What follows belongs to an exercise in optimizing a design on an open flow for small area, a short achievable clock period and few clock cycles; a production flow would make more cautious choices. Function was checked by simulation only, so behaviour that the tests miss may differ from the original. Power figures rest on the tool's default switching activity, not on a simulated workload.

==> design/flow/design.v <==
`default_nettype none
package srt_pkg;
	parameter int APB_DATA_W = 32;	 
	parameter int EST_W = 5;	 
	typedef enum logic [2:0] {
		QD_ZERO = 3'b000,
		QD_POS1 = 3'b001,
		QD_POS2 = 3'b010,
		QD_NEG2 = 3'b110,
		QD_NEG1 = 3'b111
	} qdigit_e;
	typedef enum logic [7:0] {
		ADDR_DIVIDEND = 8'h00,
		ADDR_DIVISOR = 8'h04,	 
		ADDR_STATUS = 8'h08,
		ADDR_RESULT = 8'h0C	 
	} reg_addr_e;
endpackage
`default_nettype wire
`timescale 1ns/10ps
`default_nettype none
module srt_div_top (
	input logic clk,
	input logic arst_n,
	input logic psel,
	input logic penable,
	input logic pwrite,
	input logic [7:0] paddr,
	input logic [srt_pkg::APB_DATA_W-1:0] pwdata,
	output logic [srt_pkg::APB_DATA_W-1:0] prdata,
	output logic pready,
	output logic pslverr
);
	localparam logic [7:0] A_DVD = 8'h00;
	localparam logic [7:0] A_DVS = 8'h04;
	localparam logic [7:0] A_STS = 8'h08;
	localparam logic [7:0] A_RES = 8'h0C;
	logic [15:0] dividend;
	logic [31:0] slot [3];		 
	logic [2:0] sdbz;		 
	logic [1:0] sskip [3];		 
	logic [2:0] wr_oh;		 
	logic [2:0] rd_oh;		 
	logic [2:0] nx_oh;		 
	logic [1:0] n_sres;		 
	logic [1:0] n_pend;		 
	logic busy;			 
	logic hold;			 
	logic last;			 
	logic [3:0] cnt;		 
	logic [15:0] ur;		 
	logic [15:0] uq;		 
	logic [15:0] ud;		 
	logic udbz;			 
	logic pre_dbz;			 
	logic [2:0] pre_c;		 
	logic [1:0] pre_skip;
	logic dvd_wr_q;			 
	logic div_wr_q;			 
	logic rd_res_q;			 
	assign pready = 1'b1;
	logic setup;
	logic launch;
	logic pop;
	logic [2:0] n_rdy;		 
	logic rdy_nz;			 
	logic full;			 
	logic [2:0] n_sp;
	logic [31:0] head;		 
	logic head_dbz;
	assign setup = psel & ~penable;
	assign launch = div_wr_q;
	assign pop = rd_res_q;
	assign n_rdy = {1'b0, n_sres} + {2'b0, hold};
	assign rdy_nz = (n_sres != 2'd0) | hold;
	assign n_sp = {1'b0, n_sres} + {1'b0, n_pend};
	assign full = n_sp[2] | ((n_sp == 3'd3) & (busy | hold));
	always_comb begin
		if (n_sres != 2'd0) begin
			head = ({32{rd_oh[0]}} & slot[0]) | ({32{rd_oh[1]}} & slot[1]) |
				({32{rd_oh[2]}} & slot[2]);
			head_dbz = |(rd_oh & sdbz);
		end else begin
			head = {ur, uq};
			head_dbz = udbz;
		end
	end
	always_ff @(posedge clk or negedge arst_n) begin
		if (!arst_n) begin
			dvd_wr_q <= 1'b0;
			div_wr_q <= 1'b0;
			rd_res_q <= 1'b0;
		end else begin
			dvd_wr_q <= setup & pwrite & (paddr == A_DVD);
			div_wr_q <= setup & pwrite & (paddr == A_DVS) & ~full;
			rd_res_q <= setup & ~pwrite & (paddr == A_RES) & rdy_nz;
		end
	end
	always_ff @(posedge clk) begin
		pslverr <= (pwrite & (paddr == A_DVS) & full) |
			(~pwrite & (paddr == A_RES) & ~rdy_nz);
		case (paddr)
			A_DVD: prdata <= {16'b0, dividend};
			A_STS: prdata <= {24'b0, 1'b0, n_rdy, 2'b0,
				head_dbz & rdy_nz, rdy_nz};
			A_RES: prdata <= rdy_nz ? head : 32'b0;
			default: prdata <= 32'b0;
		endcase
	end
	always_ff @(posedge clk) begin
		if (dvd_wr_q)
			dividend <= pwdata[15:0];
	end
	logic [16:0] sx;
	logic [17:0] sd;
	logic sq;
	logic [15:0] nr;		 
	logic [15:0] nq;
	assign sx = {ur, uq[15]};
	logic [16:0] bg [6];		 
	logic [16:0] bp [6];		 
	logic [16:0] sdx;		 
	assign sdx = sx ^ {1'b0, ud};
	assign bg[0] = ~sx & {1'b0, ud};
	assign bp[0] = ~sdx;
	for (genvar l = 0; l < 5; l++) begin : g_lvl
		for (genvar i = 0; i < 17; i++) begin : g_bit
			if ((i >> l) & 1) begin : g_comb
				localparam int J = ((i >> l) << l) - 1;
				assign bg[l+1][i] = bg[l][i] | (bp[l][i] & bg[l][J]);
				assign bp[l+1][i] = bp[l][i] & bp[l][J];
			end else begin : g_pass
				assign bg[l+1][i] = bg[l][i];
				assign bp[l+1][i] = bp[l][i];
			end
		end
	end
	assign sd = {bg[5][16], sdx ^ {bg[5][15:0], 1'b0}};
	assign sq = ~sd[17];
	assign nr = sq ? sd[15:0] : sx[15:0];
	assign nq = {uq[14:0], sq};
	logic pend;			 
	logic pop_held;			 
	logic swap_f;			 
	logic swap_h;			 
	logic swap;
	logic load_i;			 
	logic load;
	logic fin_hold;			 
	logic [2:0] wsel;		 
	logic [31:0] bus;		 
	logic bus_dbz;
	logic [31:0] ops;		 
	logic [15:0] la;		 
	logic [15:0] lb;
	logic l_dbz;
	logic [1:0] l_skip;		 
	logic [15:0] lr;		 
	logic [15:0] lq;
	logic [3:0] lcnt;
	assign pend = (n_pend != 2'd0);
	assign pop_held = pop & (n_sres == 2'd0);
	assign swap_f = last & pend & ~launch;
	assign swap_h = hold & pend & ~launch & ~pop_held;
	assign swap = swap_f | swap_h;
	assign load_i = ~busy & ~hold & pend;
	assign load = swap | load_i;
	assign fin_hold = last & ~pend;
	assign ops = ({32{nx_oh[0]}} & slot[0]) | ({32{nx_oh[1]}} & slot[1]) |
		({32{nx_oh[2]}} & slot[2]);
	assign wsel = launch ? wr_oh : swap ? nx_oh : 3'b000;
	assign bus = launch ? {dividend, pwdata[15:0]} :
		hold ? {ur, uq} : {nr, nq};
	assign bus_dbz = launch ? pre_dbz : udbz;
	always_ff @(posedge clk) begin
		pre_dbz <= (pwdata[15:0] == 16'b0);
		pre_c <= {dividend[15:4] < pwdata[15:0], dividend[15:8] < pwdata[15:0],
			dividend[15:12] < pwdata[15:0]};
	end
	assign pre_skip = pre_c[2] ? 2'd3 : pre_c[1] ? 2'd2 : pre_c[0] ? 2'd1 : 2'd0;
	assign la = ops[31:16];
	assign lb = ops[15:0];
	assign l_dbz = |(nx_oh & sdbz);
	assign l_skip = ({2{nx_oh[0]}} & sskip[0]) | ({2{nx_oh[1]}} & sskip[1]) |
		({2{nx_oh[2]}} & sskip[2]);
	always_comb begin
		if (l_dbz) begin
			lr = {1'b0, la[15:1]};
			lq = {la[0], 15'h7fff};
			lcnt = 4'd0;
		end else begin
			case (l_skip)
				2'd3: begin
					lr = {4'b0, la[15:4]};
					lq = {la[3:0], 12'b0};
					lcnt = 4'd3;
				end
				2'd2: begin
					lr = {8'b0, la[15:8]};
					lq = {la[7:0], 8'b0};
					lcnt = 4'd7;
				end
				2'd1: begin
					lr = {12'b0, la[15:12]};
					lq = {la[11:0], 4'b0};
					lcnt = 4'd11;
				end
				default: begin
					lr = 16'b0;
					lq = la;
					lcnt = 4'd15;
				end
			endcase
		end
	end
	always_ff @(posedge clk or negedge arst_n) begin
		if (!arst_n) begin
			busy <= 1'b0;
			last <= 1'b0;
			hold <= 1'b0;
			cnt <= 4'd0;
			wr_oh <= 3'b001;
			rd_oh <= 3'b001;
			nx_oh <= 3'b001;
			n_sres <= 2'd0;
			n_pend <= 2'd0;
		end else begin
			if (load) begin
				busy <= 1'b1;
				cnt <= lcnt;
				last <= l_dbz;
			end else if (fin_hold) begin
				busy <= 1'b0;
				last <= 1'b0;
			end else if (busy & ~last) begin
				cnt <= cnt - 4'd1;
				last <= (cnt == 4'd1);
			end
			if (fin_hold)
				hold <= 1'b1;
			else if (swap_h | pop_held)
				hold <= 1'b0;
			if (launch)
				wr_oh <= {wr_oh[1:0], wr_oh[2]};
			if (load)
				nx_oh <= {nx_oh[1:0], nx_oh[2]};
			if ((pop & ~pop_held) | load_i)
				rd_oh <= {rd_oh[1:0], rd_oh[2]};
			n_sres <= n_sres + {1'b0, swap} - {1'b0, pop & ~pop_held};
			n_pend <= n_pend + {1'b0, launch} - {1'b0, load};
		end
	end
	always_ff @(posedge clk) begin
		if (load) begin
			ur <= lr;
			uq <= lq;
			ud <= lb;
			udbz <= l_dbz;
		end else if ((busy & ~last) | fin_hold) begin
			ur <= nr;
			uq <= nq;
		end
		for (int i = 0; i < 3; i++) begin
			if (wsel[i]) begin
				slot[i] <= bus;
				sdbz[i] <= bus_dbz;
			end
			if (launch & wr_oh[i])
				sskip[i] <= pre_skip;
		end
	end
endmodule
`default_nettype wire
==> design/flow/flow/run.sh <==
#!/bin/bash
set -euo pipefail
MARGIN=$(cat flow/margin.txt)
bash standard.sh synth > synth.log 2>&1
bash standard.sh "SETUP_SLACK_MARGIN=$MARGIN" \
	"BUFFER_PORTS_ARGS=-buffer_cell sky130_fd_sc_hd__buf_2" finish > layout.log 2>&1
==> design/flow/flow/margin.txt <==
6.9
==> design/flow/standard.sh <==
#!/bin/bash
# synth_recipe.tcl (not shown) runs the flow's synth.tcl, then flattens the netlist and writes it again
# the make line also repeats each setting of config.mk as NAME=value (left out here)
make -C /OpenROAD-flow-scripts/flow DESIGN_CONFIG=/design/flow/config.mk WORK_HOME=/design/flow/orfs CLKGATE_MAP_FILE= SYNTH_SCRIPT=/design/flow/synth_recipe.tcl "${@:-finish}"
==> design/flow/config.mk <==
export PLATFORM = sky130hd
export DESIGN_NAME = srt_div_top
export DESIGN_NICKNAME = srt_div_top
export VERILOG_FILES = /design/flow/design.v
export SDC_FILE = /design/flow/constraint.sdc
export NUM_CORES = 4
export LEC_CHECK = 0
export CAP_MARGIN = 20
export CORE_MARGIN = 2
export CORE_UTILIZATION = 45
export CTS_BUF_LIST = sky130_fd_sc_hd__clkbuf_16
export CTS_CLUSTER_DIAMETER = 80
export CTS_CLUSTER_SIZE = 30
export PLACE_DENSITY = 0.6
export SLEW_MARGIN = 20
==> design/flow/constraint.sdc <==
create_clock -name core_clock -period 10.0 [get_ports {clk}]
set_input_delay 2.0000 -clock core_clock [delete_from_list [all_inputs] [get_ports {clk}]]
set_output_delay 2.0000 -clock core_clock [all_outputs]
set_load 0.01 [all_outputs]
==> results.json, run 1 <==
{
  "cp-end-kind": "output pin",
  "utilization_pct": 51.1,
  "critPathMaxStageDelay_ns": 0.40,
  "syn_avg_cell_area_sq_um": 11.0,
  "grt_pass1_wl_um": 50300,
  "vdd_drop_max_mv": 0.155,
  "worstPathArrival_ns": 1.06,
  "cp_max_fo": 1,
  "clock_skew_ns": 0.0282,
  "final_common_cell": "edfxtp_1",
  "hold_violations": 0,
  "p_leak_nw": 4.99,
  "synth_warnings": 5,
  "layout.nets": 1175,
  "min_path_type": "register to register",
  "synthCells": 1043,
  "grt.total_usage_pct": 24.8,
  "fin_crit_ns": 3.06,
  "period_share_pct": 30.6,
  "start_util_pct": 45.6,
  "grt_pass1_vias": 8383,
  "ctsHoldBuffers": 0,
  "placed_cells": 1379,
  "yosysUniqueCellTypes": 65,
  "synthesis.nets": 1138,
  "fmax_ghz": 0.327,
  "drive_gt1_share_pct": 15.0,
  "ant_nets": 0,
  "slew_viol_final": 0,
  "portBuffers": 61,
  "diodes": 0,
  "synth_flop_cell": "edfxtp_1",
  "clockBufferDepth": 3,
  "async_flop_share_pct": 10.0,
  "mostFrequentLayoutCells": "170 x edfxtp_1, 109 x nand2_1, 82 x o21ai_0, 76 x nor2_1, 62 x a222oi_1",
  "instances_no_fill": 1418,
  "cts.sinks": 230,
  "grt_max_degree": 58,
  "numCtsBuffers": 15,
  "die_x_um": 164,
  "slew_headroom_pct": 27.9,
  "post_drt_via_cell_ratio": 6.29,
  "critPathTopFamily": "flip-flops",
  "row_count": 58,
  "power_density_nw_per_um2": 308,
  "drt-pass1-iter-count": 7,
  "ys_ff_latch": 230,
  "cts_tree": "built",
  "die_area_sq_um": 26800,
  "core_area_sq_um": 25100,
  "synth-seq-area-share_pct": 56.1,
  "tightest_slew_ns": 1.08,
  "post-dp-hpwl_um": 20800,
  "synth_edf_count": 170,
  "clk_pin_slew_ns": 0.10,
  "setup_tns_ns": 0,
  "htreeDepth": 1,
  "timing.critical_path.buf_inv": 1,
  "cp_slowest_cell": "dfxtp_1",
  "area_delta_synth_final_pct": 11.9,
  "place.gp.congestion": 0.850,
  "wl_per_cell_um": 23.7,
  "io_pins": 79,
  "finalSetupViolCount": 0,
  "required_ns": 8.00,
  "power_mw": 3.94,
  "wl_um": 33600,
  "clock_latency_ns": 0.50,
  "cp-start-kind": "register",
  "netlist_area_sq_um": 11500,
  "drv_cap": 0,
  "grt_overflow_total": 0,
  "status": "no timing/DRC/antenna violations",
  "crit_type": "register to output pin",
  "grt_setup_unrepaired": "true",
  "crit_chain": "buf_2",
  "die_y_um": 164,
  "drc": 0,
  "antenna_found_initial": 0,
  "cts_root_buf": "clkbuf_16",
  "drtIter0Drc": 1428,
  "vias": 8913
}
## cell families after synthesis
group,Yosys count,share of synthesized area [%]
mux,33,2.97
compound gates,322,19.4
simple gates,255,9.83
fa+ha+maj,50,5.79
other cells,1,0.0327
xor+xnor,16,1.22
buf+inv,136,4.65
flops,230,56.1
## power by group
part	switching [mW]	internal [mW]	leakage, nW
Combinational	1.04	0.652	2.56
Clock	0.370	0.303	0.249
Sequential	0.147	1.43	2.19
## cell usage after synthesis, types with 6 or more instances
cell type	n	area [sq um]
o22ai_1	12	75.1
dfxtp_1	37	741
mux2_2	8	90.1
nand2_1	109	409
dfrtp_1	20	500
a21o_1	20	150
buf_1	6	22.5
o221ai_1	6	52.6
edfxtp_1	170	5100
inv_1	58	218
nor4_1	8	50.1
mux2i_1	25	250
nand2b_1	11	68.8
xnor2_1	12	105
o211ai_1	10	75.1
nor3_1	8	40.0
o21ai_0	83	415
ha_1	45	563
nand3_1	11	55.1
a222oi_1	62	621
a22oi_1	9	67.6
a21oi_1	56	280
nor2_1	77	289
a31oi_1	30	188
clkbuf_1	54	203
and2_1	6	37.5
buf_2	15	75.1
## layout make-up
| type | instances | area, sq um |
|---|---|---|
| fill | 2269 | 12300 |
| clock inverter | 10 | 138 |
| inverter | 60 | 245 |
| tap | 330 | 413 |
| sequential | 230 | 6430 |
| clock buffer | 15 | 375 |
| timing repair buffer | 96 | 659 |
| multi-input combinational | 677 | 4560 |
## per-stage QoR
step | cell area (sq um) | hold slack [ns] | worst slack, ns
floorplan | 11500 | 0.444 | 6.84
global placement | 12100 | 0.455 | 6.45
detailed placement | 12100 | 0.463 | 6.41
CTS | 12600 | 0.486 | 6.93
global route | 12800 | 0.522 | 6.81
finish | 12800 | 0.484 | 6.94
## per-layer routing
layer  up-vias  track usage [%]  wire length, um
met5         -                0                0
met1      4398             35.5            14200
met3        45             3.56             3150
met2       450             40.0            15500
li1       4020                -                -
met4         0             6.34              714
## state kept, by name, indices dropped and copies added (netlist names)
register	flops
wr_oh	3
rd_res_q	1
n_sres	2
udbz	1
ud	16
cnt	4
uq	16
pslverr	1
dvd_wr_q	1
slot	96
n_pend	2
div_wr_q	1
pre_dbz	1
hold	1
last	1
sskip	6
busy	1
nx_oh	3
sdbz	3
prdata	32
ur	16
dividend	16
rd_oh	3
pre_c	3
## path summary, 6_finish.rpt
| check | start | to | slack (ns) | cells after the start |
|---|---|---|---|---|
| setup / recovery | prdata[3]$_DFF_P_ | prdata[3] | 6.94 | 1 |
| hold / removal | wr_oh[1]$_DFFE_PN0P_ | wr_oh[1]$_DFFE_PN0P_ | 0.48 | 1 |
| setup reg to reg | uq[15]$_DFFE_PP_ | slot[2][16]$_DFFE_PP_ | 7.01 | 12 |
| hold reg to reg | wr_oh[1]$_DFFE_PN0P_ | wr_oh[1]$_DFFE_PN0P_ | 0.48 | 1 |
| max in group asynchronous | arst_n | nx_oh[2]$_DFFE_PN0N_ | 8.12 | 1 |
| min in group asynchronous | arst_n | n_pend[0]$_DFF_PN0_ | 1.48 | 1 |
## what timing repair did
| action | 4_1_cts | 5_1_grt |
|---|---|---|
| cloned | 0 | 2 |
| gates resized for setup | 8 | 12 |
| pin swaps | 0 | 6 |
| setup endpoints to repair | 39 | 41 |
| buffers inserted | 1 | 10 |
Testbench counts, summed over its fixed seeds: cycles 24,578.
==> inputs of run 2 (changes only) <==
--- a/design/flow/config.mk
+++ b/design/flow/config.mk
@@ -9,7 +9,7 @@
 export CORE_MARGIN = 2
 export CORE_UTILIZATION = 45
 export CTS_BUF_LIST = sky130_fd_sc_hd__clkbuf_16
-export CTS_CLUSTER_DIAMETER = 80
-export CTS_CLUSTER_SIZE = 30
+export CTS_CLUSTER_DIAMETER = 60
+export CTS_CLUSTER_SIZE = 20
 export PLACE_DENSITY = 0.6
 export SLEW_MARGIN = 20
==> run 2 against run 1 <==
Still clean on timing, DRC and antenna. Sequential share of layout area is 1.1 points lower. Setup slack better by 0.00051 ns. Die area is the same. Count of clock-buffer cells in the layout grew 10. Critical path type unchanged. Critical endpoint unchanged. Largest cell class unchanged.
==> results.json, run 2 <==
{
  "grt_pass1_wl_um": 50800,
  "required_ns": 8.00,
  "crit_chain": "buf_2",
  "mostFrequentLayoutCells": "170 x edfxtp_1, 109 x nand2_1, 82 x o21ai_0, 76 x nor2_1, 62 x a222oi_1",
  "core_area_sq_um": 25100,
  "synth-seq-area-share_pct": 56.1,
  "row_count": 58,
  "post-dp-hpwl_um": 20800,
  "power_mw": 4.20,
  "grt_setup_unrepaired": "true",
  "final_common_cell": "edfxtp_1",
  "ys_ff_latch": 230,
  "status": "no timing/DRC/antenna violations",
  "htreeDepth": 1,
  "grt.total_usage_pct": 25.0,
  "area_delta_synth_final_pct": 14.3,
  "synth_common_cells": "170 x edfxtp_1, 109 x nand2_1, 83 x o21ai_0",
  "critPathTopFamily": "flip-flops",
  "grt_max_degree": 58,
  "cts_tree": "built",
  "ant_nets": 0,
  "synthesis.nets": 1138,
  "synthCells": 1043,
  "diodes": 0,
  "die_y_um": 164,
  "io_pins": 79,
  "regMostFlops": "slot",
  "cp_slowest_cell": "dfxtp_1",
  "timing.critical_path.buf_inv": 1,
  "drv_cap": 0,
  "power_density_nw_per_um2": 321,
  "p_leak_nw": 5.14,
  "fmax_ghz": 0.327,
  "wl_um": 34000,
  "drc": 0,
  "crit_type": "register to output pin",
  "clock_skew_ns": 0.0194,
  "synth_top_area_cell": "edfxtp_1",
  "clock_latency_ns": 0.53,
  "die_area_sq_um": 26800,
  "setup_tns_ns": 0,
  "layout.nets": 1180,
  "antenna_found_initial": 0,
  "async_flop_share_pct": 10.0,
  "tightest_slew_ns": 1.09,
  "ctsHoldBuffers": 0,
  "finalSetupViolCount": 0,
  "synth_warnings": 5,
  "synth_edf_count": 170,
  "start_util_pct": 45.6,
  "largest_reg_flops": 96,
  "clockBufferDepth": 3,
  "clk_pin_slew_ns": 0.08,
  "yosysUniqueCellTypes": 65,
  "hold_violations": 0,
  "utilization_pct": 52.1,
  "worstPathArrival_ns": 1.06,
  "drt-pass1-iter-count": 9,
  "critPathMaxStageDelay_ns": 0.38,
  "cts.sinks": 230,
  "vias": 8891,
  "wl_per_cell_um": 23.7,
  "cp-end-kind": "output pin",
  "cp_max_fo": 1,
  "post_drt_via_cell_ratio": 6.21,
  "yosysMostFrequentCell": "edfxtp_1",
  "place.gp.congestion": 0.850,
  "portBuffers": 61,
  "drive_gt1_share_pct": 15.9,
  "drtIter0Drc": 1463,
  "cts_root_buf": "clkbuf_16",
  "fin_crit_ns": 3.06,
  "vdd_drop_max_mv": 0.153,
  "grt_overflow_total": 0,
  "syn_avg_cell_area_sq_um": 11.0,
  "period_share_pct": 30.6,
  "die_x_um": 164,
  "slew_viol_final": 0,
  "netlist_area_sq_um": 11500,
  "min_path_type": "register to register",
  "numCtsBuffers": 22,
  "synth_flop_cell": "edfxtp_1",
  "grt_pass1_vias": 8479,
  "reg_top3": "slot: 96 flops, prdata: 32 flops",
  "slew_headroom_pct": 27.6,
  "netlist_top_cells_area": "edfxtp_1 45%, dfxtp_1 6.5%, a222oi_1 5.4%",
  "cp-start-kind": "register",
  "synth_top_area_share_pct": 44.6
}
[run 2: cell type report]
class | count | area [sq um]
Fill cell | 2238 | 12000
Sequential cell | 230 | 6430
Multi-Input combinational cell | 677 | 4550
Timing Repair Buffer | 94 | 632
Clock buffer | 25 | 626
Tap cell | 330 | 413
Inverter | 60 | 245
Clock inverter | 15 | 203
[run 2: kinds of logic (layout without fill, tap and decap cells)]
group / Yosys count / after routing / share of synthesized area (%)
AOI/OAI and AO/OA: 322 / 322 / 19.4
adders and majority gates: 50 / 50 / 5.79
and+or+nand+nor: 255 / 255 / 9.83
buffers and inverters: 136 / 194 / 4.65
other: 1 / 1 / 0.0327
DFF: 230 / 230 / 56.1
xor gates and xnor gates: 16 / 16 / 1.22
muxes: 33 / 33 / 2.97
[run 2: power by group]
part / internal, mW / total (mW) / switching [mW]
clock network: 0.545 / 0.945 / 0.400
registers: 1.44 / 1.58 / 0.147
logic: 0.627 / 1.67 / 1.04
[run 2: timing repair]
action | 4_1_cts | 5_1_grt
gates resized for setup | 7 | 11
setup buffers | 1 | 8
gates cloned | 0 | 2
setup endpoints to repair | 42 | 40
pin swaps | 0 | 6
[run 2: routing by layer]
layer	vias up	part of all wire, %	track usage, %
li1	4045	-	-
met1	4324	43	35.5
met2	470	46	40.3
met3	52	9.2	3.38
met4	0	2.2	7.34
met5	-	0	0
[run 2: worst paths after layout]
check | startpoint | to | slack (ns) | cells past startpoint
worst max register to register | uq[15]$_DFFE_PP_ | slot[0][26]$_DFFE_PP_ | 6.99 | 12
worst min register to register | wr_oh[1]$_DFFE_PN0P_ | wr_oh[1]$_DFFE_PN0P_ | 0.48 | 1
worst min-delay path | wr_oh[1]$_DFFE_PN0P_ | wr_oh[1]$_DFFE_PN0P_ | 0.48 | 1
max in group asynchronous | arst_n | hold$_DFFE_PN0P_ | 8.13 | 1
worst max-delay path | prdata[3]$_DFF_P_ | prdata[3] | 6.94 | 1
min in group asynchronous | arst_n | wr_oh[1]$_DFFE_PN0P_ | 1.46 | 1
[run 2: metrics by stage]
stage               std cells  cell area, sq um  hold WS (ns)  worst slack, ns
floorplan                1043             11500         0.444             6.84
global placement         1379             12100         0.455             6.45
detailed placement       1379             12100         0.463             6.41
CTS                      1420             12900         0.481             6.85
global route             1431             13100         0.516             6.81
finish                   1431             13100         0.475             6.94

==> static timing again, ports no longer ideal <==
The results above use ideal ports. As a check the final layouts listed here were re-extracted and re-timed, cells and wires unchanged.
Step 1: set_driving_cell puts a clkbuf_16 on clk and a buf_2 on each other input, an assumption about the parent block.
Step 2 moves the port delays by t, midway between the first and last clock arrival at a register: inputs arrive t later, outputs are due t later. That takes back most of the time a late clock gives input paths.
Slacks: ideal / step 1 / step 2; pairs: ideal / step 1.
| run | t, ns | setup slack, ns | worst setup path after step 2 | worst slew at a driven data input, ns |
|---|---|---|---|---|
| run 1 | 0.537 | 6.944 / 6.897 / 6.487 | input to register | 0.03 |
| run 2 | 0.567 | 6.944 / 6.897 / 6.496 | input to register | 0.03 |
After both steps every run listed still meets setup and hold. The setup slack of run 1, which loses most, moves by -0.047 ns with the drivers and by -0.457 ns with both steps.
